From an optimization exercise on the open Yosys and OpenROAD flow, aimed at small area, a short achievable clock period and few clock cycles per item; shortcuts taken in it are not production practice.
RTL that was checked went through simulation tests only; none was proved equivalent to the original.

==> flow/design.v (excerpt) <==
module disk_chs_lba_translate (
  input  logic        clk_i,
  input  logic        rst_ni,
  input  logic        in_valid_i,
  output logic        in_ready_o,
  input  logic        in_func_i,
  input  logic [15:0] in_cylinder_i,
  input  logic [7:0]  in_head_i,
  input  logic [7:0]  in_sector_i,
  input  logic [31:0] in_block_i,
  input  logic        in_wide_i,
  output logic        out_valid_o,
  input  logic        out_ready_i,
  output logic [31:0] out_block_o,
  output logic [15:0] out_cylinder_o,
  output logic [7:0]  out_head_o,
  output logic [7:0]  out_sector_o,
  output logic        out_addr_valid_o,
  input  logic        cfg_valid_i,
  output logic        cfg_ready_o,
  input  logic [7:0]  cfg_index_i,
  input  logic [15:0] cfg_value_i
);
==> flow/config.mk <==
export PLATFORM = sky130hd
export DESIGN_NAME = disk_chs_lba_translate
export DESIGN_NICKNAME = disk_chs_lba_translate
export VERILOG_FILES = /design/flow/design.v
export SDC_FILE = /design/flow/constraint.sdc
export NUM_CORES = 4
export LEC_CHECK = 0
export CAP_MARGIN = 20
export CORE_MARGIN = 2
export CORE_UTILIZATION = 40
export SETUP_SLACK_MARGIN = 5
export SLEW_MARGIN = 20
==> flow/constraint.sdc <==
create_clock -name core_clock -period 9.0 [get_ports {clk_i}]
set_input_delay 1.8000 -clock core_clock [delete_from_list [all_inputs] [get_ports {clk_i}]]
set_output_delay 1.8000 -clock core_clock [all_outputs]
set_load 0.01 [all_outputs]
run.sh (not shown) runs the stock make flow with config.mk's settings and CLKGATE_MAP_FILE= SYNTH_SCRIPT=/design/flow/synth_recipe.tcl, a recipe that flattens the netlist after the stock synthesis.
The starting point passed the timing, DRC and antenna checks.
Next try:
--- a/flow/design.v
+++ b/flow/design.v
@@ -267,37 +267,34 @@
       if (skid_full_q) begin
         skid_full_q <= ~en_out;
       end else begin
         skid_full_q <= vld_q[15] & ~en_out;
       end
       if (en_out) begin
         out_vld_q <= skid_full_q | vld_q[15];
       end
     end
   end
   logic        func_in, wide_in, bad_in;
   logic [27:0] w_in;
-  logic [7:0]  s_in;
-  logic [15:0] sh_in;
-  assign s_in  = in_wide_i ? sec_wide_q : sec_narrow_q;
-  assign sh_in = in_wide_i ? sh_wide_q : sh_narrow_q;
   always_comb begin
     func_in = in_func_i;
     wide_in = in_wide_i;
     if (in_func_i) begin
-      bad_in = in_block_i[31:12] >= {4'd0, sh_in};
+      bad_in = in_wide_i ? (in_block_i[31:12] >= {4'd0, sh_wide_q})
+                         : (in_block_i[31:12] >= {4'd0, sh_narrow_q});
       w_in   = in_block_i[27:0];
     end else begin
       bad_in = !((in_cylinder_i < {4'd0, cyl_cnt_q}) && (in_head_i < head_cnt_q)
-                 && (in_sector_i < s_in));
+                 && (in_wide_i ? (in_sector_i < sec_wide_q) : (in_sector_i < sec_narrow_q)));
       w_in   = {in_cylinder_i[11:0], in_head_i, in_sector_i};
     end
   end
   logic        func_c0, wide_c0, bad_c0;
   logic [27:0] w_c0;
   always_comb begin
     logic [7:0]  s_k;
     logic [15:0] sh_k;
     logic [27:0] v, f;
     logic [16:0] d16;
     logic [9:0]  d8;
     logic [9:0]  s3_k;
Worst setup slack gains 0.090 ns.
First-iteration DRC count goes up by 28%.
Area after synthesis goes down by 1.2%.
Non-clock buffer count goes up by 3.
Final cell count goes up by 4.0%.
Wire length goes up by 1.6%.
Count of clock-buffer cells in the layout goes up by 8.
Maximum frequency goes up by 2.3%.
Worst hold slack loses 0.0050 ns.
Synthesized cell count goes up by 6.2%.
Design area goes down by 0.94%.
Sequential share of layout area goes up by 0.27 points.
Testbench counts after the change, summed over its fixed seeds: cycles 12,182, items 12,000.
Function not checked in the first run of this note: the RTL went through the layout flow alone.

--- another note on this design; it stands on its own ---

Setup of P:
// disk_chs_lba_translate
module disk_chs_lba_translate (
  input  logic        clk_i,
  input  logic        rst_ni,
  input  logic        in_valid_i,
  output logic        in_ready_o,
  input  logic        in_func_i,
  input  logic [15:0] in_cylinder_i,
  input  logic [7:0]  in_head_i,
  input  logic [7:0]  in_sector_i,
  input  logic [31:0] in_block_i,
  input  logic        in_wide_i,
  output logic        out_valid_o,
  input  logic        out_ready_i,
  output logic [31:0] out_block_o,
  output logic [15:0] out_cylinder_o,
  output logic [7:0]  out_head_o,
  output logic [7:0]  out_sector_o,
  output logic        out_addr_valid_o,
  input  logic        cfg_valid_i,
  output logic        cfg_ready_o,
  input  logic [7:0]  cfg_index_i,
  input  logic [15:0] cfg_value_i
);
Size in the first run: roughly 160 I/O pins, ~0.040 mm2 of cells after synthesis.
clock: 9.0 ns
lec_check: 0
cap_margin: 20
core_margin: 2
core_utilization: 40
setup_slack_margin: 3
slew_margin: 20
run.sh (not shown) runs the stock make flow with config.mk's settings and CLKGATE_MAP_FILE= SYNTH_SCRIPT=/design/flow/synth_recipe.tcl, a recipe that flattens the netlist after the stock synthesis.
Testbench counts of P, summed over its fixed seeds: cycles 12,126, items 12,000.
## Diff of input files: Q against P
Settings: changing SETUP_SLACK_MARGIN from 3 to 2.
## What came out
Re clock sink total: no difference whatsoever between Q and P.
There was hardly any difference in complex-gate fraction of the synthesized area between Q and P.
From P to Q, floorplan die width did not move at all.
Compared to P, the routing of Q uses less wire.
Clock skew was higher in the run labelled Q.
The number of gates resized after CTS in Q was lower than what P gave.
Cmp Q vs P: initial antenna violation count higher in Q
Summary: with P as the reference, footprint of the flip-flops and latches in Q moved down slightly.

Setup of the previous run:
Another version of the RTL of disk_chs_lba_translate (not shown whole).
Size in the first run: about 4000 cells after synthesis, about 420 flip-flops, ~160 I/O pins, about 0.041 mm² of cells after synthesis.
==> flow/design.v (excerpt) <==
module disk_chs_lba_translate (
  input  logic        clk_i,
  input  logic        rst_ni,
  input  logic        in_valid_i,
  output logic        in_ready_o,
  input  logic        in_func_i,
  input  logic [15:0] in_cylinder_i,
  input  logic [7:0]  in_head_i,
  input  logic [7:0]  in_sector_i,
  input  logic [31:0] in_block_i,
  input  logic        in_wide_i,
  output logic        out_valid_o,
  input  logic        out_ready_i,
  output logic [31:0] out_block_o,
  output logic [15:0] out_cylinder_o,
  output logic [7:0]  out_head_o,
  output logic [7:0]  out_sector_o,
  output logic        out_addr_valid_o,
  input  logic        cfg_valid_i,
  output logic        cfg_ready_o,
  input  logic [7:0]  cfg_index_i,
  input  logic [15:0] cfg_value_i
);
Settings: LEC_CHECK=0, CAP_MARGIN=20, CORE_MARGIN=2, CORE_UTILIZATION=40, SETUP_SLACK_MARGIN=3, SLEW_MARGIN=20; clock period 9.0 ns.
## Diff of input files: the current run against the previous run
# the previous run
export LEC_CHECK = 0
export CAP_MARGIN = 20
export CORE_MARGIN = 2
export CORE_UTILIZATION = 40
export SETUP_SLACK_MARGIN = 3
export SLEW_MARGIN = 20
create_clock -name core_clock -period 9.0 [get_ports {clk_i}]
# the current run
export LEC_CHECK = 0
export CAP_MARGIN = 20
export CORE_MARGIN = 2
export CORE_UTILIZATION = 40
export SETUP_SLACK_MARGIN = 4.5
export SLEW_MARGIN = 20
create_clock -name core_clock -period 9.0 [get_ports {clk_i}]
### Flow results
Each of the runs, namely the previous run and the current run, reached the end of the flow and came out clean.
Changes observed in the current run relative to the previous run: area added between synthesis and finish went up, count of buffers added by post-CTS timing repair for setup went up, via count of the first global-routing pass went up.
The current run vs the previous run, non-clock buffer count went up by about 40%.
Core utilization: the current run higher than the previous run
Half-perimeter wire length after placement deteriorates in the current run relative to the previous run.
Compare the previous run and the current run | maximum operating frequency higher: the current run
The previous run ended up with w_q3[15]$_DFFE_PN_ as its termination of the worst setup path; the current run ended up with w_q5[2]$_DFFE_PN_.
No run of this note included a check of the RTL's function; only the layout flow was run.

## separate check: timing with driven ports
Ports are ideal in the flow. The routed layouts listed here were re-timed in OpenROAD.
Step 1 sets driving cells, clkbuf_16 on the clock port and buf_2 on the other inputs (assumed; they add their load-dependent delay and slew).
Step 2 moves the port delays by t, midway between the first and last clock arrival at a register: inputs arrive t later, outputs are due t later. That takes back most of the time a late clock gives input paths.
Three values: no drivers, after step 1, after step 2; two values: the first two.
run | t (ns) | slack for setup (ns) | worst hold slack (ns) | worst setup path after step 2 | latest minus earliest clock arrival (ns)
the first run of note 1 | 0.742 | 4.914 / 4.960 / 4.217 | 0.391 / 0.391 / 0.391 | input to register | 0.034 / 0.033
the second run of note 1 | 0.750 | 5.004 / 5.004 / 4.432 | 0.386 / 0.386 / 0.386 | input to register | 0.061 / 0.061
P | 0.659 | 3.072 / 3.067 / 2.620 | 0.400 / 0.400 / 0.400 | input to register | 0.027 / 0.027
Q | 0.649 | 2.306 / 2.306 / 2.135 | 0.391 / 0.391 / 0.391 | input to register | 0.039 / 0.039
the previous run | 0.677 | 2.920 / 2.920 / 2.920 | 0.403 / 0.403 / 0.403 | register to register | 0.033 / 0.033
the current run | 0.681 | 2.987 / 2.987 / 2.987 | 0.408 / 0.408 / 0.408 | register to register | 0.028 / 0.028
After both steps every run listed still meets setup and hold. For the first run of note 1, which loses most, drivers alone change the setup slack by +0.046 ns; drivers and shift together by -0.697 ns.
